This is an optimization exercise on Yosys and OpenROAD, whose aim is a short achievable clock period and few clock cycles per item, not a production implementation. In this exercise RTL edits were held to simulation tests only and were not proved equivalent to the original. No activity file was given, so power comes from the tool's default toggle rates.

$ cat design/flow/constraint.sdc
create_clock -name core_clock -period 11.0 [get_ports {clk}]
set_input_delay 2.2000 -clock core_clock [delete_from_list [all_inputs] [get_ports {clk}]]
set_output_delay 2.2000 -clock core_clock [all_outputs]
set_load 0.01 [all_outputs]
$ cat design/flow/design.v
package cpuPkg;
	localparam int dataWidth = 32;
	localparam int regAddrWidth = 5;
	localparam int memWords = 256;  
	typedef enum logic [5:0]
	{
		opRtype = 6'b000000,
		opJ = 6'b000010,
		opAddi = 6'b001000,
		opAddiu = 6'b001001,
		opSlti = 6'b001010,
		opXori = 6'b001110,
		opLui = 6'b001111,
		opLw = 6'b100011,
		opSw = 6'b101011
	} opcode_e;
	typedef enum logic [5:0]
	{
		fnRotr = 6'b000010,  
		fnSrav = 6'b000111,
		fnAdd = 6'b100000,
		fnSub = 6'b100010,
		fnSubu = 6'b100011,
		fnNor = 6'b100111,
		fnSltu = 6'b101011
	} funct_e;
	typedef enum logic [3:0]
	{
		aluAdd, aluAddu, aluSub, aluSubu,
		aluSlt, aluSltu,
		aluXor, aluNor, aluPassB,
		aluSra, aluRotr
	} aluOp_e;
	typedef enum logic {srcAPc, srcAReg} srcA_e;
	typedef enum logic [1:0] {srcBReg, srcBFour, srcBImm, srcBUpper} srcB_e;
	typedef enum logic {pcAlu, pcJump} pcSrc_e;
	typedef enum logic {wbRes, wbMem} wbSrc_e;
	typedef enum logic {dstRt, dstRd} regDst_e;
	typedef enum logic [2:0]
	{
		stFetch, stDecode, stExecute, stMemAddr, stMemRead, stWriteBack, stMemWrite
	} state_e;
	typedef struct packed
	{
		logic pcWrite;
		logic irWrite;
		logic resWrite;
		srcA_e srcA;
		srcB_e srcB;
		logic signExt;  
		aluOp_e aluOp;
		logic shiftVar;  
		pcSrc_e pcSrc;
		wbSrc_e wbSrc;
		regDst_e regDst;
		logic regWrite;
		logic memWrite;
		logic useResAddr;  
	} ctrl_t;
	typedef struct packed
	{
		logic [dataWidth-1:0] addr;
		logic [dataWidth-1:0] wdata;
		logic we;
	} memReq_t;
	typedef struct packed
	{
		logic en;
		logic [regAddrWidth-1:0] addr;
		logic [dataWidth-1:0] data;
	} regWrite_t;
endpackage
`timescale 1ns/1ns
module cpuTop
(
	input logic clk,
	input logic rstN,
	input logic [cpuPkg::dataWidth-1:0] memRdata,  
	output cpuPkg::memReq_t memReq,
	output cpuPkg::regWrite_t regWr
);
	logic [31:0] maddr;
	logic [31:0] mwdata;
	logic mwe;
	logic fetching;  
	logic [31:0] fpc;  
	logic [31:0] fpc4;
	logic dV;
	logic [31:0] ir;
	logic eV;  
	logic eWr;  
	logic [4:0] eDst;
	logic eLw;
	logic eSw;
	logic [31:0] eA;  
	logic [31:0] eB;  
	logic [31:0] eS;  
	logic [4:0] eShamt;
	logic eOpAdd, eOpSub, eOpSlt, eOpSltu, eOpXor, eOpNor, eOpSra, eOpRotr, eOpLui;
	logic eChkAdd, eChkSub;
	logic mWen;
	logic [4:0] mDst;
	logic [31:0] mRes;
	logic mLw;
	logic wWen;
	logic [4:0] wDst;
	logic [31:0] wRes;  
	logic [31:1] wSel;  
	logic oEn;
	logic [4:0] oAddr;
	logic [31:0] oData;
	logic [31:0] regs [1:31];
	logic [31:1] regValid;
	logic [5:0] dOp;
	logic [5:0] dFn;
	logic [4:0] dRs;
	logic [4:0] dRt;
	logic [4:0] dRd;
	logic dRtype, dIsLw, dIsSw;
	logic dKnown;
	logic dUseRs, dUseRt, dUseImm, dWrites;
	logic [4:0] dDst;
	logic [31:0] dImm;
	logic opAdd, opSub, opSlt, opSltu, opXor, opNor, opSra, opRotr, opLui, chkAdd, chkSub;
	assign dOp = ir[31:26];
	assign dFn = ir[5:0];
	assign dRs = ir[25:21];
	assign dRt = ir[20:16];
	assign dRd = ir[15:11];
	assign dRtype = (dOp == 6'b000000);
	assign dIsLw = (dOp == 6'b100011);
	assign dIsSw = (dOp == 6'b101011);
	always_comb
	begin
		opAdd = 1'b0;
		opSub = 1'b0;
		opSlt = 1'b0;
		opSltu = 1'b0;
		opXor = 1'b0;
		opNor = 1'b0;
		opSra = 1'b0;
		opRotr = 1'b0;
		opLui = 1'b0;
		chkAdd = 1'b0;
		chkSub = 1'b0;
		dKnown = 1'b1;
		dUseRs = 1'b1;
		dUseRt = 1'b0;
		dUseImm = 1'b1;
		dImm = {{16{ir[15]}}, ir[15:0]};
		case (dOp)
			6'b000000:
			begin
				dUseRt = 1'b1;
				dUseImm = 1'b0;
				case (dFn)
					6'b100000: begin opAdd = 1'b1; chkAdd = 1'b1; end
					6'b100010: begin opSub = 1'b1; chkSub = 1'b1; end
					6'b100011: opSub = 1'b1;
					6'b101011: opSltu = 1'b1;
					6'b100111: opNor = 1'b1;
					6'b000111: opSra = 1'b1;
					6'b000010: begin opRotr = 1'b1; dUseRs = 1'b0; end
					default: dKnown = 1'b0;
				endcase
			end
			6'b001000: begin opAdd = 1'b1; chkAdd = 1'b1; end
			6'b001001: opAdd = 1'b1;
			6'b001010: opSlt = 1'b1;
			6'b001110:
			begin
				opXor = 1'b1;
				dImm = {16'h0000, ir[15:0]};
			end
			6'b001111:
			begin
				opLui = 1'b1;
				dUseRs = 1'b0;
				dImm = {ir[15:0], 16'h0000};
			end
			6'b100011: opAdd = 1'b1;
			6'b101011:
			begin
				opAdd = 1'b1;
				dUseRt = 1'b1;
			end
			default:
			begin
				dKnown = 1'b0;
				dUseRs = 1'b0;
			end
		endcase
	end
	assign dDst = dRtype ? dRd : dRt;
	assign dWrites = dKnown && !dIsSw && (dDst != 5'd0);
	logic stallD;
	assign stallD = dV && eV && eLw && eWr &&
		((dUseRs && eDst == dRs) || (dUseRt && eDst == dRt));
	logic [31:0] sum;
	logic [31:0] diff;
	logic addOv;
	logic subOv;
	logic ovf;
	logic [63:0] doubled;
	logic [31:0] arith;
	logic [31:0] eRes;
	assign sum = eA + eB;
	assign diff = eA - eB;
	assign addOv = (eA[31] == eB[31]) && (sum[31] != eA[31]);
	assign subOv = (eA[31] != eB[31]) && (diff[31] != eA[31]);
	assign ovf = (eChkAdd && addOv) || (eChkSub && subOv);
	assign doubled = {eB, eB} >> eShamt;
	assign arith = $signed(eB) >>> eA[4:0];
	always_comb
	begin
		eRes = '0;
		if (eOpAdd) eRes = eRes | sum;
		if (eOpSub) eRes = eRes | diff;
		if (eOpSlt) eRes = eRes | {31'd0, $signed(eA) < $signed(eB)};
		if (eOpSltu) eRes = eRes | {31'd0, eA < eB};
		if (eOpXor) eRes = eRes | (eA ^ eB);
		if (eOpNor) eRes = eRes | ~(eA | eB);
		if (eOpSra) eRes = eRes | arith;
		if (eOpRotr) eRes = eRes | doubled[31:0];
		if (eOpLui) eRes = eRes | eB;
	end
	logic [31:0] mFwd;  
	assign mFwd = mLw ? memRdata : mRes;
	logic [31:0] regsRd [0:31];  
	assign regsRd[0] = '0;
	genvar gi;
	generate
		for (gi = 1; gi < 32; gi++)
		begin : gRead
			assign regsRd[gi] = regValid[gi] ? regs[gi] : 32'd0;
		end
	endgenerate
	logic [31:0] rsOld;
	logic [31:0] rtOld;
	logic hitEs, hitEt;
	assign rsOld = (mWen && mDst == dRs) ? mFwd : (wWen && wDst == dRs) ? wRes : regsRd[dRs];
	assign rtOld = (mWen && mDst == dRt) ? mFwd : (wWen && wDst == dRt) ? wRes : regsRd[dRt];
	assign hitEs = eV && eWr && eDst == dRs;
	assign hitEt = eV && eWr && eDst == dRt;
	logic [31:0] rsVal;
	logic [31:0] rtVal;
	assign rsVal = (hitEs && !ovf) ? eRes : rsOld;
	assign rtVal = (hitEt && !ovf) ? eRes : rtOld;
	logic dGo;
	logic fetchOk;
	logic inJ;
	logic selJ;
	logic memNext;
	logic [31:0] other;
	logic [31:0] maddrNext;
	assign dGo = dV && !stallD;
	assign fetchOk = fetching && (!dV || dGo);  
	assign inJ = (memRdata[31:26] == 6'b000010);
	assign memNext = eV && (eLw || eSw);
	assign fpc4 = fpc + 32'd4;
	assign other = memNext ? sum : fetchOk ? fpc4 : fpc;
	assign selJ = fetchOk && !memNext && inJ;
	assign maddrNext = selJ ? {other[31:28], memRdata[25:0], 2'b00} : other;
	always_ff @(posedge clk)
	begin
		if (!rstN)
		begin
			fpc <= '0;
			maddr <= '0;
			mwe <= 1'b0;
			fetching <= 1'b1;
			dV <= 1'b0;
			eV <= 1'b0;
			mWen <= 1'b0;
			mLw <= 1'b0;
			wWen <= 1'b0;
			wSel <= '0;
			oEn <= 1'b0;
		end
		else
		begin
			if (fetchOk)
				fpc <= inJ ? {fpc4[31:28], memRdata[25:0], 2'b00} : fpc4;
			maddr <= maddrNext;
			mwe <= memNext && eSw;
			fetching <= !memNext;
			if (fetchOk)
				dV <= !inJ;
			else if (dGo)
				dV <= 1'b0;
			eV <= dGo && (dWrites || dIsSw);
			mWen <= eV && eWr && !ovf;
			mLw <= eV && eLw;
			wWen <= mWen;
			for (int i = 1; i < 32; i++)
				wSel[i] <= mWen && mDst == 5'(i);
			oEn <= mWen;
		end
	end
	always_ff @(posedge clk)
	begin
		mwdata <= eS;
		if (fetchOk)
			ir <= memRdata;
		eWr <= dWrites;
		eDst <= dDst;
		eLw <= dIsLw;
		eSw <= dIsSw;
		eA <= rsVal;
		eB <= dUseImm ? dImm : rtVal;
		eS <= rtVal;
		eShamt <= ir[10:6];
		eOpAdd <= opAdd;
		eOpSub <= opSub;
		eOpSlt <= opSlt;
		eOpSltu <= opSltu;
		eOpXor <= opXor;
		eOpNor <= opNor;
		eOpSra <= opSra;
		eOpRotr <= opRotr;
		eOpLui <= opLui;
		eChkAdd <= chkAdd;
		eChkSub <= chkSub;
		mDst <= eDst;
		mRes <= eRes;
		wDst <= mDst;
		if (mWen)
			wRes <= mFwd;
		oAddr <= mDst;
		oData <= mFwd;
	end
	always_ff @(posedge clk)
	begin
		if (!rstN)
			regValid <= '0;
		else
			regValid <= regValid | wSel;
	end
	always_ff @(posedge clk)
	begin
		for (int i = 1; i < 32; i++)
			if (wSel[i])
				regs[i] <= wRes;
	end
	assign memReq.addr = maddr;
	assign memReq.wdata = mwdata;
	assign memReq.we = mwe;
	assign regWr.en = oEn;
	assign regWr.addr = oAddr;
	assign regWr.data = oData;
endmodule
$ cat design/flow/config.mk
export PLATFORM = sky130hd
export DESIGN_NAME = cpuTop
export DESIGN_NICKNAME = cpuTop
export VERILOG_FILES = /design/flow/design.v
export SDC_FILE = /design/flow/constraint.sdc
export NUM_CORES = 4
export LEC_CHECK = 0
export CAP_MARGIN = 20
export CORE_MARGIN = 2
export CORE_UTILIZATION = 40
export SLEW_MARGIN = 20
$ cat design/flow/standard.sh
#!/bin/bash
# synth_recipe.tcl (not shown) runs the flow's synth.tcl, then flattens the netlist and writes it again
# the make line also repeats each setting of config.mk as NAME=value (left out here)
make -C /OpenROAD-flow-scripts/flow DESIGN_CONFIG=/design/flow/config.mk WORK_HOME=/design/flow/orfs CLKGATE_MAP_FILE= SYNTH_SCRIPT=/design/flow/synth_recipe.tcl "${@:-finish}"
$ cat design/flow/flow/run.sh
#!/bin/bash
# The standard synthesis and layout, with repair_timing aiming at a setup
# slack of SETUP_SLACK_MARGIN ns instead of 0 (the clock and constraints are
# unchanged). Each step's output goes to a log file in the work folder.
set -euo pipefail
bash standard.sh synth > synth.log 2>&1
bash standard.sh SETUP_SLACK_MARGIN=8.0 finish > layout.log 2>&1
==> results of run 1 <==
-- worst reg2reg max path, delay by kind of cell, from the launching register on --
kind                     cells  cell delay [ns]
AO/OA/AOI/OAI                6             1.93
adder cells (fa/ha/maj)      1             0.42
buffers and inverters        2             0.38
flip-flops                   1             0.34
multiplexers                 1             0.31
AND/OR/NAND/NOR              2             0.53
-- path summary, 6_finish.rpt --
kind	start	endpoint	depth (start not counted)
setup / recovery	eB[17]	eB[30]	12
hold / removal	eS[2]	mwdata[2]	0
setup reg to reg	eB[17]	eB[30]	12
hold reg to reg	eS[2]	mwdata[2]	0
-- placed cells by master (no fill, tap or decap), types with 61 or more instances in the layout --
master                      netlist  final
sky130_fd_sc_hd__dfxtp_1        357    181
sky130_fd_sc_hd__dfxtp_2          0    140
sky130_fd_sc_hd__buf_4            4    527
sky130_fd_sc_hd__nor2_1         414    341
sky130_fd_sc_hd__mux2_2         116     94
sky130_fd_sc_hd__a31oi_1        167    154
sky130_fd_sc_hd__a21oi_1        196    146
sky130_fd_sc_hd__mux2i_1         91     79
sky130_fd_sc_hd__a311oi_1        64     61
sky130_fd_sc_hd__o22ai_1         91     90
sky130_fd_sc_hd__nor4_1          95     79
sky130_fd_sc_hd__edfxtp_1      1056   1056
sky130_fd_sc_hd__and3_1         107    101
sky130_fd_sc_hd__nor3_1         130    117
sky130_fd_sc_hd__buf_6            2    162
sky130_fd_sc_hd__nand3_1       1347   1333
sky130_fd_sc_hd__inv_1          113     92
sky130_fd_sc_hd__clkbuf_16        0    166
sky130_fd_sc_hd__nand4_1        247    247
sky130_fd_sc_hd__o2111ai_1       79     75
sky130_fd_sc_hd__nand2_1        648    617
sky130_fd_sc_hd__o21ai_0        263    202
sky130_fd_sc_hd__ha_1            96     62
-- metal layers --
| metal | up-vias | wire length, µm | share of wire (%) |
|---|---|---|---|
| met1 | 36380 | 142000 | 31 |
| met2 | 8997 | 177000 | 39 |
| li1 | 27825 | - | - |
| met3 | 3116 | 76600 | 17 |
| met4 | 40 | 56000 | 12 |
| met5 | - | 1040 | 0.23 |
-- per-stage QoR --
step | cells | area (µm²)
after global routing | 9960 | 89600
after global placement | 9189 | 76100
after detailed placement | 9192 | 76100
final | 10003 | 89700
after floorplan | 7044 | 71800
after CTS | 9778 | 86900
-- cell type report --
cell class              count  share of cell area, %
well taps                2355                   3.28
diodes                     54                  0.151
flip-flops and latches   1413                   43.7
repair inverters            1                0.00976
inverters                 121                  0.630
multi-input cells        4900                   36.7
clock buffers             213                   4.91
clock inverters            81                   1.08
repair buffers            865                   9.54
-- cells by family (layout without fill, tap and decap cells) --
group / after synthesis / in the layout / synth area share [%]
xor+xnor: 100 / 100 / 1.23
flops: 1413 / 1413 / 54.5
other cells: 0 / 54 / 0
compound gates: 1278 / 1278 / 12.3
fa+ha+maj: 98 / 98 / 1.74
simple gates: 3153 / 3159 / 21.5
buf+inv: 737 / 1281 / 3.99
mux: 265 / 265 / 4.79
-- what timing repair did --
action	in CTS	in global routing
gates resized for setup	1192	280
cloned	30	5
pin swaps	176	141
setup endpoints to repair	326	288
hold buffers	0	0
setup buffers	262	153
-- power by group --
group | internal [mW] | switching, mW
Combinational | 0.294 | 0.601
Sequential | 5.68 | 0.0424
Clock | 3.17 | 2.41
-- synth_stat cells (25+ instances only) --
| cell type | number |
|---|---|
| sky130_fd_sc_hd__a21oi_1 | 196 |
| sky130_fd_sc_hd__a222oi_1 | 31 |
| sky130_fd_sc_hd__a22oi_1 | 44 |
| sky130_fd_sc_hd__a311oi_1 | 64 |
| sky130_fd_sc_hd__a31oi_1 | 167 |
| sky130_fd_sc_hd__and2_1 | 25 |
| sky130_fd_sc_hd__and3_1 | 107 |
| sky130_fd_sc_hd__buf_1 | 84 |
| sky130_fd_sc_hd__buf_2 | 41 |
| sky130_fd_sc_hd__clkbuf_1 | 484 |
| sky130_fd_sc_hd__dfxtp_1 | 357 |
| sky130_fd_sc_hd__edfxtp_1 | 1056 |
| sky130_fd_sc_hd__ha_1 | 96 |
| sky130_fd_sc_hd__inv_1 | 113 |
| sky130_fd_sc_hd__mux2_2 | 116 |
| sky130_fd_sc_hd__mux2i_1 | 91 |
| sky130_fd_sc_hd__mux4_2 | 46 |
| sky130_fd_sc_hd__nand2_1 | 648 |
| sky130_fd_sc_hd__nand3_1 | 1347 |
| sky130_fd_sc_hd__nand4_1 | 247 |
| sky130_fd_sc_hd__nor2_1 | 414 |
| sky130_fd_sc_hd__nor3_1 | 130 |
| sky130_fd_sc_hd__nor4_1 | 95 |
| sky130_fd_sc_hd__o2111ai_1 | 79 |
| sky130_fd_sc_hd__o211ai_1 | 42 |
| sky130_fd_sc_hd__o21ai_0 | 263 |
| sky130_fd_sc_hd__o221ai_1 | 30 |
| sky130_fd_sc_hd__o22ai_1 | 91 |
| sky130_fd_sc_hd__o31ai_1 | 38 |
| sky130_fd_sc_hd__or2_2 | 34 |
| sky130_fd_sc_hd__xnor2_1 | 67 |
| sky130_fd_sc_hd__xor2_1 | 33 |
==> impl_results.rst, run 1 <==
.. list-table::
   :header-rows: 1

   * - Metric
     - Value
   * - Total wire length after detailed routing
     - 453000 µm
   * - Critical-path cell with the highest stage delay
     - sky130_fd_sc_hd__o41ai_4
   * - Fraction of the yosys area taken by sequential cells
     - 54.5%
   * - Net count, final
     - 7592
   * - Post-placement worst setup slack
     - 5.09 ns
   * - Cell family contributing the most delay on the critical path
     - compound AO/OA/AOI/OAI gates
   * - Setup violations, final
     - 0
   * - Period utilisation layout
     - 36.9%
   * - Min Hold Slack
     - 0.359 ns
   * - Post-synthesis register bit count
     - 1413
   * - Synth area leaders
     - sky130_fd_sc_hd__edfxtp_1, sky130_fd_sc_hd__dfxtp_1, sky130_fd_sc_hd__nand3_1
   * - Final Max Tran Viols
     - 0
   * - Total power density per cell area
     - 136 nW/µm²
   * - Gate Count Post-Synth
     - 7044
   * - Area grow syn2layout
     - 25.7%
   * - First-pass GRT wire length
     - 589000 µm
   * - Critical-path cell list
     - buf_12 > clkinvlp_4 > ha_4 > nand4_1 > or3_1 > o31a_4 > o41ai_4 > a31oi_4 > o2111a_1 > a211o_1 > mux2_4 > a221o_1
   * - Mapped cell area
     - 71300 µm²
   * - Number of primary I/O pins
     - 137
   * - Largest area contributor in the synthesized netlist
     - sky130_fd_sc_hd__edfxtp_1
   * - Average cell area after synthesis
     - 10.1 µm²
   * - Global routing usage on met2
     - 66.0%
   * - Fraction of layout instances using a drive strength above 1
     - 25.6%
   * - R2r setup slk
     - 6.94 ns
   * - Largest net degree at the start of global routing
     - 65
   * - Max reg flops
     - 992
   * - Maximum level of the CTS H-tree
     - 4
   * - Slew at the pin closest to its max-slew limit
     - 1.34 ns
   * - Fill cell count
     - 15972
   * - Library cell used as clock root buffer
     - sky130_fd_sc_hd__clkbuf_16
   * - CTS buffer count
     - 158
   * - Number of placement rows
     - 155
   * - Reported max-cap violation count
     - 0
   * - Worst setup skew after layout
     - 0.0689 ns
   * - Core Region
     - 178000 µm²
   * - Total Die Area
     - 182000 µm²
   * - Count of antenna-violating nets left after detailed routing
     - 0
   * - Endpoint class of the critical path
     - flip-flop
   * - Global routing met3 resource utilization
     - 24.0%
   * - Yosys Warn Count
     - 3
   * - Worst setup SP type
     - flip-flop
   * - Dpl hpwl
     - 268000 µm
   * - Initial Utilization
     - 40.1%
   * - Maximum clock frequency
     - 0.246 GHz
   * - Routability-driven placement congestion ratio
     - 1.05
   * - Vias/cell
     - 7.63
   * - EDFF count, synth
     - 1056
   * - Total gr overflow
     - 0
   * - Layout Utilization
     - 50.4%
   * - Biggest fanout along the worst timing path
     - 4
   * - Chip width
     - 426 µm
   * - Total Neg Setup Slack
     - 0 ns
   * - TritonCTS clock tree
     - done
   * - Iteration count of the initial detailed-routing pass
     - 15
   * - Register containing the most flip-flops in the final layout
     - regs
   * - Slew margin rel.
     - 10.5%
   * - Final Hold Vio Count
     - 0
   * - Vertical extent of the die
     - 426 µm
   * - RSZ-0062 raised after global routing
     - true
   * - Largest stage delay, worst path
     - 0.48 ns
   * - IR Drop Worst-Case VDD
     - 0.151 mV
   * - CTS clock-pin slew for the worst setup and hold paths
     - 0.06 ns
   * - Worst-skew pair later-pin latency
     - 0.87 ns
   * - Final Total Pwr
     - 12.2 mW
   * - Start-to-end type of the worst setup path
     - reg2reg
   * - Static Leak
     - 31.5 nW
   * - Met1 Track Usage GR
     - 53.5%
   * - Number of design rule violations left after detail routing
     - 0
   * - Multi-input logic area
     - 33000 µm²
   * - DR iter-0 viols
     - 18252
   * - Final setup margin
     - 6.94 ns
   * - Top Usage Layer GRT
     - met2
   * - Number of vias after detailed routing
     - 76358
   * - Synth Net Count
     - 7176
   * - CP Data Required Time
     - 11.70 ns
   * - Result of the run
     - no timing/DRC/antenna violations
   * - Buffers plus inverters on the worst setup path
     - 2
   * - Async set or reset register ratio after synthesis
     - 0%
   * - Count of input and output buffers
     - 136
   * - Sequential Area
     - 39200 µm²
   * - Unique cell type count in the Yosys netlist
     - 97
   * - Vias in the first global route
     - 68133
   * - Share of Yosys cell area claimed by the top area cell type
     - 44.4%
   * - Arrival time reported for the critical path endpoint
     - 4.76 ns
   * - Clock tree buffer depth
     - 3
   * - Final min period
     - 4.06 ns
   * - Average detailed-routed wire length per instance
     - 45.3 µm
   * - Predominant post-synthesis flop cell
     - sky130_fd_sc_hd__edfxtp_1
   * - Initial antenna violation count
     - 53
   * - Sink count of the clock tree
     - 1413
   * - Min-delay worst type
     - reg2reg
   * - Overall Global Routing Usage
     - 47.8%
Testbench counts, summed over its fixed seeds: cycles 5,380, instrs 4,693.
==> inputs of run 2 (changes only) <==
--- a/design/flow/design.v
+++ b/design/flow/design.v
@@ -196,3 +196,3 @@
 	logic stallD;
-	assign stallD = dV && eV && eLw && eWr &&
+	assign stallD = dV && eV && eWr && (eLw || eChkAdd || eChkSub) &&
 		((dUseRs && eDst == dRs) || (dUseRt && eDst == dRt));
@@ -229,3 +229,5 @@
 	logic [31:0] regsRd [0:31];  
+	logic [31:0] validRd;
 	assign regsRd[0] = '0;
+	assign validRd = {regValid, 1'b0};
 	genvar gi;
@@ -234,3 +236,3 @@
 		begin : gRead
-			assign regsRd[gi] = regValid[gi] ? regs[gi] : 32'd0;
+			assign regsRd[gi] = regs[gi];
 		end
@@ -240,4 +242,4 @@
 	logic hitEs, hitEt;
-	assign rsOld = (mWen && mDst == dRs) ? mFwd : (wWen && wDst == dRs) ? wRes : regsRd[dRs];
-	assign rtOld = (mWen && mDst == dRt) ? mFwd : (wWen && wDst == dRt) ? wRes : regsRd[dRt];
+	assign rsOld = (mWen && mDst == dRs) ? mFwd : (wWen && wDst == dRs) ? wRes : validRd[dRs] ? regsRd[dRs] : 32'd0;
+	assign rtOld = (mWen && mDst == dRt) ? mFwd : (wWen && wDst == dRt) ? wRes : validRd[dRt] ? regsRd[dRt] : 32'd0;
 	assign hitEs = eV && eWr && eDst == dRs;
@@ -246,4 +248,4 @@
 	logic [31:0] rtVal;
-	assign rsVal = (hitEs && !ovf) ? eRes : rsOld;
-	assign rtVal = (hitEt && !ovf) ? eRes : rtOld;
+	assign rsVal = hitEs ? eRes : rsOld;
+	assign rtVal = hitEt ? eRes : rtOld;
 	logic dGo;
--- a/design/flow/flow/run.sh
+++ b/design/flow/flow/run.sh
@@ -6,2 +6,2 @@
 bash standard.sh synth > synth.log 2>&1
-bash standard.sh SETUP_SLACK_MARGIN=8.0 finish > layout.log 2>&1
+bash standard.sh SETUP_SLACK_MARGIN=7.6 finish > layout.log 2>&1
--- a/design/flow/config.mk
+++ b/design/flow/config.mk
@@ -9,3 +9,4 @@
 export CORE_MARGIN = 2
-export CORE_UTILIZATION = 40
+export CORE_UTILIZATION = 50
+export PLACE_DENSITY = 0.6
 export SLEW_MARGIN = 20
==> impl_results.rst, run 2 <==
.. list-table::
   :header-rows: 1

   * - Metric
     - Value
   * - Result of the run
     - no timing/DRC/antenna violations
   * - Global routing usage on met2
     - 70.2%
   * - Share of Yosys cell area claimed by the top area cell type
     - 47.9%
   * - Max reg flops
     - 992
   * - RSZ-0062 raised after global routing
     - true
   * - Arithmetic-cell share of the synthesized area counting full adders, half adders and majority gates
     - 1.88%
   * - Start-to-end type of the worst setup path
     - reg2reg
   * - Static Leak
     - 29.0 nW
   * - Largest net degree at the start of global routing
     - 69
   * - Final Total Pwr
     - 12.1 mW
   * - Number of primary I/O pins
     - 137
   * - Iteration count of the initial detailed-routing pass
     - 13
   * - Worst Hold Depth
     - 0
   * - Critical-path cell list
     - buf_12 > nor3b_4 > and2_2 > buf_6 > a22oi_1 > nand4_1 > nor3_1 > a21oi_2 > a211oi_1 > o22ai_1 > a21o_1
   * - Start point of the worst hold path
     - eS[27]
   * - EDFF count, synth
     - 1056
   * - Routability-driven placement congestion ratio
     - 1.05
   * - Most frequent cells after synthesis
     - sky130_fd_sc_hd__edfxtp_1, sky130_fd_sc_hd__a22oi_1, sky130_fd_sc_hd__nand2_1
   * - Setup violations, final
     - 0
   * - Number of placement rows
     - 133
   * - Synth Net Count
     - 5754
   * - Vias in the first global route
     - 54688
   * - Average cell area after synthesis
     - 11.8 µm²
   * - Total gr overflow
     - 0
   * - Fill cell count
     - 10528
   * - Biggest fanout along the worst timing path
     - 26
   * - Fin cells
     - 7811
   * - Largest stage delay, worst path
     - 0.53 ns
   * - Initial Utilization
     - 50.3%
   * - Endpoint class of the critical path
     - flip-flop
   * - Core Region
     - 131000 µm²
   * - Clock tree buffer depth
     - 3
   * - Min Hold Slack
     - 0.324 ns
   * - Gate Count Post-Synth
     - 5622
   * - Final Max Tran Viols
     - 0
   * - Final min period
     - 3.58 ns
   * - Initial antenna violation count
     - 25
   * - Largest area contributor in the synthesized netlist
     - sky130_fd_sc_hd__edfxtp_1
   * - TritonCTS clock tree
     - done
   * - Multi-input logic area
     - 27300 µm²
   * - Vertical extent of the die
     - 368 µm
   * - Library cell used as clock root buffer
     - sky130_fd_sc_hd__clkbuf_16
   * - Global routing met3 resource utilization
     - 17.6%
   * - Worst setup skew after layout
     - 0.0488 ns
   * - Total Die Area
     - 135000 µm²
   * - CP Data Required Time
     - 11.72 ns
   * - Hold Path Sink
     - mwdata[27]
   * - Top library cells by usage in the layout, fill and taps aside
     - sky130_fd_sc_hd__edfxtp_1, sky130_fd_sc_hd__a22oi_1, sky130_fd_sc_hd__nand2_1
   * - Post-Synth Simple-Gate Area
     - 9.98%
   * - Fraction of the yosys area taken by sequential cells
     - 58.7%
   * - First-pass GRT wire length
     - 452000 µm
   * - Area grow syn2layout
     - 21.1%
   * - Worst setup SP type
     - flip-flop
   * - Source of the critical timing path
     - ir[16]
   * - Unique cell type count in the Yosys netlist
     - 86
   * - Fraction of layout instances using a drive strength above 1
     - 23.0%
   * - Maximum clock frequency
     - 0.279 GHz
   * - Top Usage Layer GRT
     - met2
   * - Post-Synth XOR/XNOR Area
     - 1.18%
   * - Worst-skew pair later-pin latency
     - 0.82 ns
   * - Number of design rule violations left after detail routing
     - 0
   * - Period utilisation layout
     - 32.6%
   * - CTS buffer count
     - 150
   * - Net count, final
     - 6054
   * - Slew margin rel.
     - 18.4%
   * - Post-placement cell count
     - 7295
   * - Worst reg2reg path endpoint
     - eB[2]
   * - Number of vias after detailed routing
     - 59648
   * - Synth area leaders
     - sky130_fd_sc_hd__edfxtp_1, sky130_fd_sc_hd__dfxtp_1, sky130_fd_sc_hd__a22oi_1
   * - Compound-gate portion of the synthesized area
     - 19.4%
   * - Sink count of the clock tree
     - 1413
   * - R2r setup slk
     - 7.42 ns
   * - Predominant post-synthesis flop cell
     - sky130_fd_sc_hd__edfxtp_1
   * - Min-delay worst type
     - reg2reg
   * - Cell with the most instances after synthesis
     - sky130_fd_sc_hd__edfxtp_1
   * - Arrival time reported for the critical path endpoint
     - 4.31 ns
   * - Dpl hpwl
     - 198000 µm
   * - Count of antenna-violating nets left after detailed routing
     - 0
   * - Mapped cell area
     - 66200 µm²
   * - Total wire length after detailed routing
     - 340000 µm
   * - Most common cell after layout, fill and taps aside
     - sky130_fd_sc_hd__edfxtp_1
   * - Maximum level of the CTS H-tree
     - 4
   * - Register containing the most flip-flops in the final layout
     - regs
   * - Average detailed-routed wire length per instance
     - 43.5 µm
   * - Post-synthesis register bit count
     - 1413
   * - CTS clock-pin slew for the worst setup and hold paths
     - 0.07 ns
   * - Yosys Warn Count
     - 3
   * - Vias/cell
     - 7.64
   * - R2r worst-path depth
     - 11
   * - Overall Global Routing Usage
     - 48.5%
   * - Slew at the pin closest to its max-slew limit
     - 1.22 ns
   * - Async set or reset register ratio after synthesis
     - 0%
   * - Post-detailed-placement cell area
     - 70000 µm²
   * - Chip width
     - 368 µm
   * - DR iter-0 viols
     - 13211
   * - Critical-path cell with the highest stage delay
     - sky130_fd_sc_hd__buf_6
   * - Reported max-cap violation count
     - 0
   * - Total Neg Setup Slack
     - 0 ns
   * - Sequential Area
     - 39100 µm²
   * - Design Area, Final
     - 80100 µm²
   * - Largest family of logic cells by synthesized area
     - compound AO/OA/AOI/OAI gates
   * - Total power density per cell area
     - 151 nW/µm²
   * - Met1 Track Usage GR
     - 58.8%
   * - Count of input and output buffers
     - 136
   * - Total of hold buffers inserted after clock tree synthesis
     - 0
   * - IR Drop Worst-Case VDD
     - 0.144 mV
   * - Final Hold Vio Count
     - 0
   * - Mux share of post-synthesis cell area
     - 5.39%
   * - Launch instance of the worst register-to-register path
     - ir[16]
run 2: cell types whose count changed in the layout (fill, tap and decap cells not counted), sizes merged, moves of 63 or more:
cell and change:
o2111ai -70, nand2 -171, nand3 -1216, a31oi -136
nand4 -160, a311oi -63, nor2 -73, buf -311
o21ai -114, a22oi +811
run 2: routing by layer:
layer,up-vias,wire length [µm]
met5,-,128
met4,18,35100
met3,1852,53200
met2,6271,141000
met1,28717,110000
li1,22790,-
run 2: logic make-up after synthesis:
| group | Yosys count |
|---|---|
| AO/OA/AOI/OAI | 1779 |
| adder cells (fa/ha/maj) | 98 |
| multiplexers | 260 |
| AND/OR/NAND/NOR | 1420 |
| buffers and inverters | 563 |
| flip-flops | 1413 |
| XOR/XNOR | 89 |
run 2: report_power, final:
group / total [mW] / switching (mW) / leakage [nW] / internal (mW)
Combinational: 0.920 / 0.595 / 13.5 / 0.325
Clock: 5.42 / 2.28 / 2.55 / 3.14
Sequential: 5.76 / 0.0565 / 12.9 / 5.70
run 2: worst max path at each step:
stage	end	slack (ns)	cells past startpoint
floorplan	maddr[26]	7.59	8
global placement	eB[28]	5.94	12
detailed placement	eB[28]	5.97	12
CTS	regWr[25]	7.46	1
global route	regWr[25]	7.48	1
finish	eB[2]	7.42	11
run 2: repair_timing:
item                                    in CTS  in global routing
cloned                                       7                  4
resized for setup                          917                228
setup buffers                              129                 73
pin swaps                                   60                 61
endpoints found under the setup margin     323                232
run 2: area by class of cell:
class	instances	share of cell area, %
Timing Repair inverter	2	0.0250
Sequential cell	1413	48.8
Inverter	148	0.789
Antenna cell	11	0.0344
Timing Repair Buffer	560	7.05
Clock buffer	185	5.10
Clock inverter	90	1.41
Multi-Input combinational cell	3647	34.0
Tap cell	1755	2.74
run 2: worst max-delay path: cells and delay by family, from the launching register on:
kind                   cells  cell delay [ns]
DFF                        1             0.42
AOI/OAI and AO/OA          5             1.18
and+or+nand+nor            4             1.14
buffers and inverters      2             0.73
run 2: through the flow:
stage | setup WS (ns) | util, %
floorplan | 7.59 | -
global placement | 5.94 | 53.2
detailed placement | 5.97 | 53.3
CTS | 7.46 | 59.4
global route | 7.48 | 60.9
finish | 7.42 | 60.9
Testbench counts of run 2, summed over its fixed seeds: cycles 5,401, instrs 4,693.
==> inputs of run 3 (changes only) <==
--- a/design/flow/design.v
+++ b/design/flow/design.v
@@ -89,2 +89,4 @@
 	logic [31:0] ir;
+	logic [31:1] rsOH;  
+	logic [31:1] rtOH;
 	logic eV;  
@@ -228,13 +230,18 @@
 	assign mFwd = mLw ? memRdata : mRes;
-	logic [31:0] regsRd [0:31];  
-	logic [31:0] validRd;
-	assign regsRd[0] = '0;
-	assign validRd = {regValid, 1'b0};
-	genvar gi;
-	generate
-		for (gi = 1; gi < 32; gi++)
-		begin : gRead
-			assign regsRd[gi] = regs[gi];
+	logic [31:1] rsSel;
+	logic [31:1] rtSel;
+	logic [31:0] rsRead;
+	logic [31:0] rtRead;
+	assign rsSel = rsOH & regValid;
+	assign rtSel = rtOH & regValid;
+	always_comb
+	begin
+		rsRead = '0;
+		rtRead = '0;
+		for (int i = 1; i < 32; i++)
+		begin
+			rsRead = rsRead | ({32{rsSel[i]}} & regs[i]);
+			rtRead = rtRead | ({32{rtSel[i]}} & regs[i]);
 		end
-	endgenerate
+	end
 	logic [31:0] rsOld;
@@ -242,4 +249,4 @@
 	logic hitEs, hitEt;
-	assign rsOld = (mWen && mDst == dRs) ? mFwd : (wWen && wDst == dRs) ? wRes : validRd[dRs] ? regsRd[dRs] : 32'd0;
-	assign rtOld = (mWen && mDst == dRt) ? mFwd : (wWen && wDst == dRt) ? wRes : validRd[dRt] ? regsRd[dRt] : 32'd0;
+	assign rsOld = (mWen && mDst == dRs) ? mFwd : (wWen && wDst == dRs) ? wRes : rsRead;
+	assign rtOld = (mWen && mDst == dRt) ? mFwd : (wWen && wDst == dRt) ? wRes : rtRead;
 	assign hitEs = eV && eWr && eDst == dRs;
@@ -305,3 +312,10 @@
 		if (fetchOk)
+		begin
 			ir <= memRdata;
+			for (int i = 1; i < 32; i++)
+			begin
+				rsOH[i] <= memRdata[25:21] == 5'(i);
+				rtOH[i] <= memRdata[20:16] == 5'(i);
+			end
+		end
 		eWr <= dWrites;
==> impl_results.rst, run 3 <==
.. list-table::
   :header-rows: 1

   * - Metric
     - Value
   * - Result of the run
     - no timing/DRC/antenna violations
   * - Vias/cell
     - 7.92
   * - Sequential Area
     - 41000 µm²
   * - Layout Utilization
     - 59.7%
   * - Worst-skew pair later-pin latency
     - 0.83 ns
   * - Slew at the pin closest to its max-slew limit
     - 1.38 ns
   * - IR Drop Worst-Case VDD
     - 0.178 mV
   * - Worst setup skew after layout
     - 0.0787 ns
   * - Post-Synth Simple-Gate Area
     - 9.19%
   * - Cell with the most instances after synthesis
     - sky130_fd_sc_hd__edfxtp_1
   * - Most common cell after layout, fill and taps aside
     - sky130_fd_sc_hd__edfxtp_1
   * - Largest area contributor in the synthesized netlist
     - sky130_fd_sc_hd__edfxtp_1
   * - Arithmetic-cell share of the synthesized area counting full adders, half adders and majority gates
     - 1.82%
   * - R2r worst-path depth
     - 9
   * - Iteration count of the initial detailed-routing pass
     - 13
   * - Total Die Area
     - 139000 µm²
   * - Endpoint class of the critical path
     - flip-flop
   * - Cell family contributing the most delay on the critical path
     - compound AO/OA/AOI/OAI gates
   * - DR iter-0 viols
     - 13947
   * - Total wire length after detailed routing
     - 349000 µm
   * - EDFF count, synth
     - 1118
   * - Period utilisation layout
     - 32.6%
   * - Core Region
     - 135000 µm²
   * - Worst setup SP type
     - flip-flop
   * - Average cell area after synthesis
     - 12.4 µm²
   * - Biggest fanout along the worst timing path
     - 15
   * - Mux share of post-synthesis cell area
     - 5.38%
   * - Number of placement rows
     - 135
   * - Top library cells by usage in the layout, fill and taps aside
     - sky130_fd_sc_hd__edfxtp_1, sky130_fd_sc_hd__nor2_1, sky130_fd_sc_hd__a22oi_1
   * - Fin cells
     - 7566
   * - Final Max Tran Viols
     - 0
   * - Number of primary I/O pins
     - 137
   * - RSZ-0062 raised after global routing
     - true
   * - Total Neg Setup Slack
     - 0 ns
   * - Post-Synth XOR/XNOR Area
     - 1.03%
   * - Overall Global Routing Usage
     - 48.4%
   * - Yosys Warn Count
     - 2
   * - CTS clock-pin slew for the worst setup and hold paths
     - 0.06 ns
   * - Count of antenna-violating nets left after detailed routing
     - 0
   * - Count of input and output buffers
     - 136
   * - Register containing the most flip-flops in the final layout
     - regs
   * - Number of design rule violations left after detail routing
     - 0
   * - Gate Count Post-Synth
     - 5491
   * - Library cell used as clock root buffer
     - sky130_fd_sc_hd__clkbuf_16
   * - Maximum level of the CTS H-tree
     - 4
   * - Final Hold Vio Count
     - 0
   * - Max reg flops
     - 992
   * - Synth area leaders
     - sky130_fd_sc_hd__edfxtp_1, sky130_fd_sc_hd__dfxtp_1, sky130_fd_sc_hd__a221oi_1
   * - Amount of wire on met2 after detailed routing
     - 144000 µm
   * - R2r setup slk
     - 7.42 ns
   * - Worst Hold Depth
     - 0
   * - Launch instance of the worst register-to-register path
     - eB[29]
   * - Chip width
     - 373 µm
   * - Largest stage delay, worst path
     - 0.79 ns
   * - Total of hold buffers inserted after clock tree synthesis
     - 0
   * - Slew margin rel.
     - 7.18%
   * - Average detailed-routed wire length per instance
     - 46.1 µm
   * - Async set or reset register ratio after synthesis
     - 0%
   * - Net count, final
     - 5768
   * - Worst reg2reg path endpoint
     - eA[29]
   * - Fraction of the yosys area taken by sequential cells
     - 59.9%
   * - Met1 Routed Length
     - 113000 µm
   * - Most frequent cells after synthesis
     - sky130_fd_sc_hd__edfxtp_1, sky130_fd_sc_hd__clkbuf_1, sky130_fd_sc_hd__dfxtp_1
   * - Critical-path cell list
     - buf_4 > inv_1 > ha_2 > a222oi_1 > a21boi_4 > o211ai_1 > nor3_4 > buf_12 > a21oi_1
   * - Start point of the worst hold path
     - eS[3]
   * - Post-synthesis register bit count
     - 1475
   * - Unique cell type count in the Yosys netlist
     - 84
   * - Initial antenna violation count
     - 21
   * - Area grow syn2layout
     - 18.8%
   * - Hold Path Sink
     - mwdata[3]
   * - Fill cell count
     - 10743
   * - Static Leak
     - 28.9 nW
   * - Critical-path cell with the highest stage delay
     - sky130_fd_sc_hd__a222oi_1
   * - First-pass GRT wire length
     - 463000 µm
   * - Final min period
     - 3.58 ns
   * - Largest family of logic cells by synthesized area
     - compound AO/OA/AOI/OAI gates
   * - Start-to-end type of the worst setup path
     - reg2reg
   * - Clock tree buffer depth
     - 3
   * - Number of vias after detailed routing
     - 59912
   * - Top layer reached by signal wires
     - met5
   * - Share of Yosys cell area claimed by the top area cell type
     - 49.3%
   * - Synth Net Count
     - 5623
   * - Mapped cell area
     - 68000 µm²
   * - Reported max-cap violation count
     - 0
   * - Post-placement cell count
     - 7096
   * - Vias in the first global route
     - 55220
   * - TritonCTS clock tree
     - done
   * - Total power density per cell area
     - 152 nW/µm²
   * - CP Data Required Time
     - 11.68 ns
   * - Sink count of the clock tree
     - 1475
   * - Arrival time reported for the critical path endpoint
     - 4.26 ns
   * - Maximum clock frequency
     - 0.279 GHz
   * - Vertical extent of the die
     - 373 µm
   * - Dpl hpwl
     - 200000 µm
   * - Routability-driven placement congestion ratio
     - 1.03
   * - Largest net degree at the start of global routing
     - 70
   * - Wire length on met3
     - 55400 µm
   * - CTS buffer count
     - 155
   * - Fraction of layout instances using a drive strength above 1
     - 22.7%
   * - Predominant post-synthesis flop cell
     - sky130_fd_sc_hd__edfxtp_1
   * - Min-delay worst type
     - reg2reg
   * - Initial Utilization
     - 50.3%
   * - Buffers plus inverters on the worst setup path
     - 3
   * - Multi-input logic area
     - 26700 µm²
   * - Total gr overflow
     - 0
   * - Compound-gate portion of the synthesized area
     - 19.2%
   * - Setup violations, final
     - 0
[run 3: cells by family (layout without fill, tap and decap cells)]
group | Yosys count | after routing
multiplexers | 239 | 239
other | 0 | 14
adder cells (fa/ha/maj) | 98 | 98
buffers and inverters | 625 | 903
AO/OA/AOI/OAI | 1691 | 1691
flip-flops | 1475 | 1475
AND/OR/NAND/NOR | 1283 | 1285
XOR/XNOR | 80 | 80
[run 3: layer usage]
layer / global-route usage, % / vias to the layer above
met1: 57.5 / 29141
met5: 0 / -
met3: 19.2 / 1916
li1: - / 22342
met4: 39.6 / 24
met2: 69.3 / 6489
[run 3: worst max path at each step]
stage | start | to | depth (start not counted)
after floorplan | memRdata[26] | maddr[4] | 7
after global placement | eB[5] | eB[11] | 11
after detailed placement | eB[5] | eB[11] | 11
after CTS | oData[20] | regWr[20] | 1
after global routing | oData[24] | regWr[24] | 1
final | eB[29] | eA[29] | 9
[run 3: repair_timing]
item	CTS	global route
buffers inserted	69	65
endpoints found under the setup margin	358	273
pin swaps	49	68
resized for setup	834	215
cloned	10	7
[run 3: metrics by stage]
stage	instance area [µm²]	total power [mW]	hold WS (ns)	setup WS, ns
global placement	71300	6.62	0.316	5.97
finish	80800	12.3	0.326	7.42
floorplan	68100	6.39	0.310	7.60
CTS	78900	12.2	0.324	7.45
detailed placement	71300	6.62	0.312	5.97
global route	80800	12.5	0.337	7.45
[run 3: layout make-up]
| class | instances | area share, % |
|---|---|---|
| Clock buffer | 201 | 5.33 |
| Timing Repair Buffer | 475 | 5.97 |
| Antenna cell | 14 | 0.0434 |
| Inverter | 136 | 0.675 |
| Tap cell | 1781 | 2.76 |
| Sequential cell | 1475 | 50.7 |
| Clock inverter | 91 | 1.51 |
| Multi-Input combinational cell | 3393 | 33.0 |
[run 3: report_power, final]
group	internal, mW	total [mW]	switching (mW)
Combinational	0.243	0.609	0.366
Sequential	5.95	6.01	0.0610
Clock	3.28	5.69	2.41
Testbench counts of run 3, summed over its fixed seeds: cycles 5,401, instrs 4,693.
==> inputs of run 4 (changes only) <==
==> design/flow/flow/run.sh (replaced) <==
#!/bin/bash
# The standard synthesis and layout, with repair_timing aiming at a setup
# slack of SETUP_SLACK_MARGIN ns instead of 0 (the clock and constraints are
# unchanged), and the port buffers made as buf_4 cells instead of the delay
# buffer that buffer_ports picks by itself. Each step's output goes to a log
# file in the work folder.
set -euo pipefail
bash standard.sh synth > synth.log 2>&1
bash standard.sh SETUP_SLACK_MARGIN=7.6 "BUFFER_PORTS_ARGS=-buffer_cell sky130_fd_sc_hd__buf_4" finish > layout.log 2>&1
--- a/design/flow/config.mk
+++ b/design/flow/config.mk
@@ -10,2 +10,4 @@
 export CORE_UTILIZATION = 50
+export CTS_CLUSTER_DIAMETER = 100
+export CTS_CLUSTER_SIZE = 20
 export PLACE_DENSITY = 0.6
==> impl_results.rst, run 4 <==
.. list-table::
   :header-rows: 1

   * - Metric
     - Value
   * - Mapped cell area
     - 68000 µm²
   * - Share of Yosys cell area claimed by the top area cell type
     - 49.3%
   * - Number of placement rows
     - 135
   * - Library cell used as clock root buffer
     - sky130_fd_sc_hd__clkbuf_16
   * - Post-detailed-placement cell area
     - 71000 µm²
   * - Start-to-end type of the worst setup path
     - reg2reg
   * - Endpoint class of the critical path
     - flip-flop
   * - Clock Power Share
     - 34.1%
   * - Final Max Tran Viols
     - 0
   * - Reported max-cap violation count
     - 0
   * - Cell with the most instances after synthesis
     - sky130_fd_sc_hd__edfxtp_1
   * - Total power density per cell area
     - 130 nW/µm²
   * - RSZ-0062 raised after global routing
     - true
   * - Worst setup SP type
     - flip-flop
   * - Fill cell count
     - 11088
   * - Number of design rule violations left after detail routing
     - 0
   * - Predominant post-synthesis flop cell
     - sky130_fd_sc_hd__edfxtp_1
   * - Static Leak
     - 27.0 nW
   * - Min-delay worst type
     - reg2reg
   * - Average detailed-routed wire length per instance
     - 47.1 µm
   * - Vertical extent of the die
     - 373 µm
   * - Vias/cell
     - 8.01
   * - Share of total power in combinational logic
     - 6.1%
   * - Final Total Pwr
     - 10.0 mW
   * - Async set or reset register ratio after synthesis
     - 0%
   * - Worst Hold Depth
     - 0
   * - Post-Synth Simple-Gate Area
     - 9.19%
   * - Arrival time reported for the critical path endpoint
     - 4.27 ns
   * - Share of power burned in registers
     - 59.9%
   * - Layout Utilization
     - 56.9%
   * - Clock tree buffer depth
     - 3
   * - Synth Net Count
     - 5623
   * - Largest family of logic cells by synthesized area
     - compound AO/OA/AOI/OAI gates
   * - Min Hold Slack
     - 0.331 ns
   * - Worst-skew pair later-pin latency
     - 0.78 ns
   * - Worst reg2reg path endpoint
     - eA[4]
   * - Yosys Warn Count
     - 2
   * - Maximum level of the CTS H-tree
     - 3
   * - Largest net degree at the start of global routing
     - 68
   * - Worst setup skew after layout
     - 0.0645 ns
   * - R2r worst-path depth
     - 9
   * - CTS clock-pin slew for the worst setup and hold paths
     - 0.09 ns
   * - Dpl hpwl
     - 204000 µm
   * - TritonCTS clock tree
     - done
   * - Fraction of the yosys area taken by sequential cells
     - 59.9%
   * - Post-synthesis register bit count
     - 1475
   * - Top library cells by usage in the layout, fill and taps aside
     - sky130_fd_sc_hd__edfxtp_1, sky130_fd_sc_hd__nor2_1, sky130_fd_sc_hd__a22oi_1
   * - Compound-gate portion of the synthesized area
     - 19.2%
   * - Total Die Area
     - 139000 µm²
   * - Final Hold Vio Count
     - 0
   * - Total gr overflow
     - 0
   * - Internal portion of total power
     - 7.64 mW
   * - Vias in the first global route
     - 54310
   * - Core Region
     - 135000 µm²
   * - Biggest fanout along the worst timing path
     - 18
   * - Register containing the most flip-flops in the final layout
     - regs
   * - Sequential Area
     - 40900 µm²
   * - IR Drop Worst-Case VDD
     - 0.148 mV
   * - Slew at the pin closest to its max-slew limit
     - 1.22 ns
   * - Net count, final
     - 5652
   * - Most frequent cells after synthesis
     - sky130_fd_sc_hd__edfxtp_1, sky130_fd_sc_hd__clkbuf_1, sky130_fd_sc_hd__dfxtp_1
   * - Total wire length after detailed routing
     - 346000 µm
   * - CTS buffer count
     - 85
   * - Result of the run
     - no timing/DRC/antenna violations
   * - Count of input and output buffers
     - 136
   * - R2r setup slk
     - 7.32 ns
   * - Start point of the worst hold path
     - eS[1]
   * - Hold Path Sink
     - mwdata[1]
   * - Initial antenna violation count
     - 36
   * - Post-Synth XOR/XNOR Area
     - 1.03%
   * - Number of vias after detailed routing
     - 58874
   * - CP Data Required Time
     - 11.60 ns
   * - DR iter-0 viols
     - 13754
   * - Routability-driven placement congestion ratio
     - 1.04
   * - Fraction of layout instances using a drive strength above 1
     - 20.8%
   * - Unique cell type count in the Yosys netlist
     - 84
   * - Synth area leaders
     - sky130_fd_sc_hd__edfxtp_1, sky130_fd_sc_hd__dfxtp_1, sky130_fd_sc_hd__a221oi_1
   * - First-pass GRT wire length
     - 460000 µm
   * - Multi-input logic area
     - 26700 µm²
   * - Average cell area after synthesis
     - 12.4 µm²
   * - Number of primary I/O pins
     - 137
   * - Period utilisation layout
     - 33.4%
   * - Setup violations, final
     - 0
   * - Maximum clock frequency
     - 0.272 GHz
   * - Design Area, Final
     - 77100 µm²
   * - Mux share of post-synthesis cell area
     - 5.38%
   * - Initial Utilization
     - 50.3%
   * - Count of antenna-violating nets left after detailed routing
     - 0
   * - Sink count of the clock tree
     - 1475
   * - Final min period
     - 3.68 ns
   * - Sw frac
     - 23.6%
   * - EDFF count, synth
     - 1118
   * - Switch Pwr
     - 2.36 mW
   * - Total of hold buffers inserted after clock tree synthesis
     - 0
   * - Total Neg Setup Slack
     - 0 ns
   * - Most common cell after layout, fill and taps aside
     - sky130_fd_sc_hd__edfxtp_1
   * - Overall Global Routing Usage
     - 48.2%
   * - Largest area contributor in the synthesized netlist
     - sky130_fd_sc_hd__edfxtp_1
   * - Gate Count Post-Synth
     - 5491
   * - Chip width
     - 373 µm
   * - Arithmetic-cell share of the synthesized area counting full adders, half adders and majority gates
     - 1.82%
   * - Slew margin rel.
     - 18.4%
   * - Max reg flops
     - 992
   * - Area grow syn2layout
     - 13.3%
   * - Launch instance of the worst register-to-register path
     - regValid[26]
   * - Iteration count of the initial detailed-routing pass
     - 13
## run 4: cell types whose count changed in the layout (fill, tap and decap cells not counted), moves of 12 or more
| cell | delta |
|---|---|
| sky130_fd_sc_hd__buf_2 | -25 |
| sky130_fd_sc_hd__clkbuf_8 | -19 |
| sky130_fd_sc_hd__dfxtp_4 | -12 |
| sky130_fd_sc_hd__buf_4 | +35 |
| sky130_fd_sc_hd__bufinv_16 | -20 |
| sky130_fd_sc_hd__clkbuf_16 | -72 |
| sky130_fd_sc_hd__buf_12 | -15 |
| sky130_fd_sc_hd__clkinv_2 | -24 |
| sky130_fd_sc_hd__clkinv_1 | -20 |
| sky130_fd_sc_hd__clkdlybuf4s50_1 | -23 |
## run 4: power by group through the flow
stage	logic [mW]	registers, mW	clock network, mW
2_1_floorplan	0.295	6.09	0
3_3_place_gp	0.506	6.11	0
6_report	0.607	5.99	3.41
3_5_place_dp	0.504	6.11	0
4_1_cts	0.552	5.98	3.38
5_1_grt	0.619	5.99	3.56
## run 4: how the worst max path moves through the flow
stage / start / endpoint / slack (ns)
6_report: regValid[26] / eA[4] / 7.32
5_1_grt: eA[1] / eB[11] / 7.46
4_1_cts: oData[20] / regWr[20] / 7.52
3_5_place_dp: eA[0] / eB[0] / 6.49
3_3_place_gp: eA[2] / eB[11] / 6.45
2_1_floorplan: memRdata[26] / maddr[4] / 7.60
## run 4: critical path, cell delays in order, from the launching register on
cell and delay [ns]:
sky130_fd_sc_hd__dfxtp_1 0.35, sky130_fd_sc_hd__and2_2 0.68, sky130_fd_sc_hd__buf_4 0.58, sky130_fd_sc_hd__a22o_1 0.21
sky130_fd_sc_hd__a221oi_1 0.06, sky130_fd_sc_hd__nand4_1 0.19, sky130_fd_sc_hd__nor3_2 0.10, sky130_fd_sc_hd__nor3_1 0.58
sky130_fd_sc_hd__a21oi_1 0.19, sky130_fd_sc_hd__o21ai_1 0.53
## run 4: logic make-up after synthesis
logic type / count (synthesis)
adder cells (fa/ha/maj): 98
buffers and inverters: 625
XOR/XNOR: 80
flip-flops: 1475
AND/OR/NAND/NOR: 1283
AO/OA/AOI/OAI: 1691
multiplexers: 239
## run 4: timing repair
action / in CTS / in global routing
pin swaps: 41 / 52
endpoints found under the setup margin: 286 / 237
buffers inserted: 37 / 53
gates resized for setup: 387 / 200
endpoints found under the hold margin: 0 / 0
cloned: 9 / 3
## run 4: stage by stage
step,instances,setup WS [ns]
2_1_floorplan,5491,7.60
3_3_place_gp,7101,6.45
3_5_place_dp,7101,6.49
4_1_cts,7271,7.52
5_1_grt,7339,7.46
6_report,7348,7.32
## run 4: metal layers
layer,vias up,GRT usage [%],routed length (µm)
met5,-,0.629,394
met4,40,38.0,35600
met3,1886,18.1,53800
met2,6419,69.4,143000
li1,22002,-,-
met1,28527,58.1,113000
## run 4: area by class of cell
class | instances | share of cell area, %
diodes | 10 | 0.0325
well taps | 1781 | 2.89
flip-flops and latches | 1475 | 53.1
clock inverters | 10 | 0.245
inverters | 136 | 0.723
multi-input cells | 3392 | 34.6
repair buffers | 430 | 5.38
clock buffers | 114 | 2.96
==> inputs of run 5 (changes only) <==
--- a/design/flow/design.v
+++ b/design/flow/design.v
@@ -234,4 +234,2 @@
 	logic [31:0] rtRead;
-	assign rsSel = rsOH & regValid;
-	assign rtSel = rtOH & regValid;
 	always_comb
@@ -320,2 +318,7 @@
 		end
+		for (int i = 1; i < 32; i++)
+		begin
+			rsSel[i] <= (fetchOk ? (memRdata[25:21] == 5'(i)) : rsOH[i]) && (regValid[i] || wSel[i]);
+			rtSel[i] <= (fetchOk ? (memRdata[20:16] == 5'(i)) : rtOH[i]) && (regValid[i] || wSel[i]);
+		end
 		eWr <= dWrites;
==> impl_results.rst, run 5 <==
.. list-table::
   :header-rows: 1

   * - Metric
     - Value
   * - Compound-gate portion of the synthesized area
     - 20.1%
   * - Most frequent cells after synthesis
     - sky130_fd_sc_hd__edfxtp_1, sky130_fd_sc_hd__dfxtp_1, sky130_fd_sc_hd__a22oi_1
   * - Post-Synth XOR/XNOR Area
     - 1.19%
   * - Maximum clock frequency
     - 0.279 GHz
   * - Largest stage delay, worst path
     - 0.93 ns
   * - Slew margin rel.
     - 13.2%
   * - Number of design rule violations left after detail routing
     - 0
   * - Arrival time reported for the critical path endpoint
     - 4.20 ns
   * - Post-placement cell count
     - 7200
   * - Average detailed-routed wire length per instance
     - 45.1 µm
   * - Worst Hold Depth
     - 0
   * - Post-synthesis register bit count
     - 1537
   * - Routability-driven placement congestion ratio
     - 1.07
   * - Vertical extent of the die
     - 374 µm
   * - Synth Net Count
     - 5684
   * - Final Hold Vio Count
     - 0
   * - Overall Global Routing Usage
     - 46.5%
   * - Initial Utilization
     - 50.4%
   * - Max reg flops
     - 992
   * - CTS buffer count
     - 89
   * - Number of vias after detailed routing
     - 58910
   * - Area grow syn2layout
     - 13.2%
   * - Total Neg Setup Slack
     - 0 ns
   * - Crit-path most repeated cell
     - sky130_fd_sc_hd__a211oi_1
   * - Most common cell after layout, fill and taps aside
     - sky130_fd_sc_hd__edfxtp_1
   * - Biggest fanout along the worst timing path
     - 20
   * - Number of primary I/O pins
     - 137
   * - Cell family contributing the most delay on the critical path
     - compound AO/OA/AOI/OAI gates
   * - TritonCTS clock tree
     - done
   * - Sink count of the clock tree
     - 1537
   * - CP Data Required Time
     - 11.61 ns
   * - Clock tree buffer depth
     - 3
   * - R2r setup slk
     - 7.41 ns
   * - Fin cells
     - 7491
   * - Initial antenna violation count
     - 26
   * - Final min period
     - 3.59 ns
   * - Buffers plus inverters on the worst setup path
     - 1
   * - Cell with the most instances after synthesis
     - sky130_fd_sc_hd__edfxtp_1
   * - Static Leak
     - 26.6 nW
   * - Largest family of logic cells by synthesized area
     - compound AO/OA/AOI/OAI gates
   * - Count of antenna-violating nets left after detailed routing
     - 0
   * - Worst-skew pair later-pin latency
     - 0.77 ns
   * - Total wire length after detailed routing
     - 338000 µm
   * - Vias in the first global route
     - 53773
   * - Min-delay worst type
     - reg2reg
   * - Total of hold buffers inserted after clock tree synthesis
     - 0
   * - Share of Yosys cell area claimed by the top area cell type
     - 46.3%
   * - DR iter-0 viols
     - 12802
   * - CTS clock-pin slew for the worst setup and hold paths
     - 0.09 ns
   * - Library cell used as clock root buffer
     - sky130_fd_sc_hd__clkbuf_16
   * - Total gr overflow
     - 0
   * - Async set or reset register ratio after synthesis
     - 0%
   * - Largest net degree at the start of global routing
     - 117
   * - Gate Count Post-Synth
     - 5552
   * - Net count, final
     - 5775
   * - Total Die Area
     - 140000 µm²
   * - Start-to-end type of the worst setup path
     - reg2reg
   * - Result of the run
     - no timing/DRC/antenna violations
   * - EDFF count, synth
     - 1056
   * - Top library cells by usage in the layout, fill and taps aside
     - sky130_fd_sc_hd__edfxtp_1, sky130_fd_sc_hd__a22oi_1, sky130_fd_sc_hd__nand2_1
   * - Unique cell type count in the Yosys netlist
     - 91
   * - Maximum level of the CTS H-tree
     - 3
   * - Vias/cell
     - 7.86
   * - Instance count on the critical path
     - 8
   * - Count of input and output buffers
     - 136
   * - Predominant post-synthesis flop cell
     - sky130_fd_sc_hd__edfxtp_1
   * - Number of placement rows
     - 135
   * - Period utilisation layout
     - 32.6%
   * - Largest area contributor in the synthesized netlist
     - sky130_fd_sc_hd__edfxtp_1
   * - Mapped cell area
     - 68400 µm²
   * - Chip width
     - 374 µm
   * - Endpoint class of the critical path
     - flip-flop
   * - Iteration count of the initial detailed-routing pass
     - 13
   * - Critical-path cell with the highest stage delay
     - sky130_fd_sc_hd__nor3_1
   * - Core Region
     - 136000 µm²
   * - Worst setup skew after layout
     - 0.0639 ns
   * - Register containing the most flip-flops in the final layout
     - regs
   * - First-pass GRT wire length
     - 450000 µm
   * - Critical-path cell list
     - buf_4 > a22o_1 > a221oi_1 > nand4_1 > nor3_1 > a211oi_1 > a211oi_1 > a31oi_1
   * - Total power density per cell area
     - 133 nW/µm²
   * - Reported max-cap violation count
     - 0
   * - IR Drop Worst-Case VDD
     - 0.152 mV
   * - Synth area leaders
     - sky130_fd_sc_hd__edfxtp_1, sky130_fd_sc_hd__dfxtp_1, sky130_fd_sc_hd__a22oi_1
   * - Arithmetic-cell share of the synthesized area counting full adders, half adders and majority gates
     - 1.81%
   * - Worst setup SP type
     - flip-flop
   * - Mux share of post-synthesis cell area
     - 4.41%
   * - Dpl hpwl
     - 193000 µm
   * - Average cell area after synthesis
     - 12.3 µm²
   * - Final Max Tran Viols
     - 0
   * - Post-Synth Simple-Gate Area
     - 8.88%
   * - Yosys Warn Count
     - 2
   * - R2r worst-path depth
     - 8
   * - Fraction of the yosys area taken by sequential cells
     - 60.4%
   * - Setup violations, final
     - 0
   * - Fraction of layout instances using a drive strength above 1
     - 19.4%
   * - RSZ-0062 raised after global routing
     - true
   * - Slew at the pin closest to its max-slew limit
     - 1.30 ns
run 5: metal layers:
layer / up-vias / share of wire (%) / global-route usage (%)
met2: 6027 / 42 / 68.5
met1: 28762 / 33 / 56.7
met3: 1764 / 15 / 15.7
met5: - / 0.12 / 0.995
li1: 22331 / - / -
met4: 26 / 9.9 / 34.9
run 5: layout make-up:
type | instances | area, µm²
diodes | 15 | 37.5
multi-input cells | 3461 | 26300
clock inverters | 11 | 211
repair inverters | 2 | 13.8
well taps | 1781 | 2230
flip-flops and latches | 1537 | 41700
repair buffers | 421 | 4020
fillers | 11167 | 58200
clock buffers | 132 | 2440
inverters | 131 | 547
run 5: path summary, 6_finish.rpt:
path	start	end
worst max register to register	rsSel[13]	eA[29]
worst max-delay path	rsSel[13]	eA[29]
worst min register to register	eS[1]	mwdata[1]
worst min-delay path	eS[1]	mwdata[1]
run 5: timing repair:
item                                    CTS  global route
resized for setup                       367           152
pin swaps                                45            39
hold endpoints to repair                  0             0
cloned                                    7             2
endpoints found under the setup margin  402           273
buffers inserted                         68            41
run 5: power by group:
part | total (mW) | internal, mW | switching (mW)
Clock | 3.60 | 1.59 | 2.01
Sequential | 6.18 | 6.13 | 0.0542
Combinational | 0.537 | 0.200 | 0.337
run 5: logic make-up (layout without fill, tap and decap cells):
logic type | Yosys count | in the layout
AO/OA/AOI/OAI | 1814 | 1814
flip-flops | 1537 | 1537
AND/OR/NAND/NOR | 1265 | 1267
buffers and inverters | 556 | 697
multiplexers | 189 | 189
adder cells (fa/ha/maj) | 98 | 98
XOR/XNOR | 93 | 93
other | 0 | 15
run 5: metrics by stage:
stage / utilization [%] / worst slack, ns / hold WS, ns / cell area, µm² / power (mW)
after floorplan: - / 7.54 / 0.310 / 68500 / 6.57
after global placement: 52.7 / 6.05 / 0.310 / 71400 / 6.78
after detailed placement: 52.7 / 6.11 / 0.312 / 71400 / 6.78
after CTS: 56.1 / 7.53 / 0.332 / 76100 / 10.3
after global routing: 57.1 / 7.45 / 0.337 / 77400 / 10.5
final: 57.1 / 7.41 / 0.329 / 77500 / 10.3
Testbench counts of run 5, summed over its fixed seeds: cycles 5,401, instrs 4,693.

[afterwards: timing with drivers on the ports]
How much do the figures lean on ideal ports? The routed layouts below were timed once more, with nothing changed but the port constraints. Step 1, drivers: a clkbuf_16 drives clk and a buf_2 each remaining input, both assumed. Step 2 moves the port delays by t, midway between the first and last clock arrival at a register: inputs arrive t later, outputs are due t later. That takes back most of the time a late clock gives input paths. Three values: ideal, step 1, step 2; two values: the first two.
run	shift t [ns]	setup slack, ns	hold slack, ns	worst setup path after step 2	pins driven straight from the clock port
run 1	0.935	6.941 / 6.941 / 6.687	0.359 / 0.359 / 0.359	input to register	1
run 2	0.884	7.416 / 7.404 / 6.740	0.324 / 0.324 / 0.324	input to register	1
run 3	0.885	7.418 / 7.372 / 6.715	0.326 / 0.326 / 0.326	input to register	1
run 4	0.825	7.321 / 7.321 / 6.920	0.331 / 0.331 / 0.331	input to register	1
run 5	0.818	7.412 / 7.412 / 7.005	0.329 / 0.329 / 0.329	input to register	1
After both steps setup and hold are still met in every run listed. The setup slack of run 3, which loses most, moves by -0.046 ns with the drivers and by -0.703 ns with both steps.
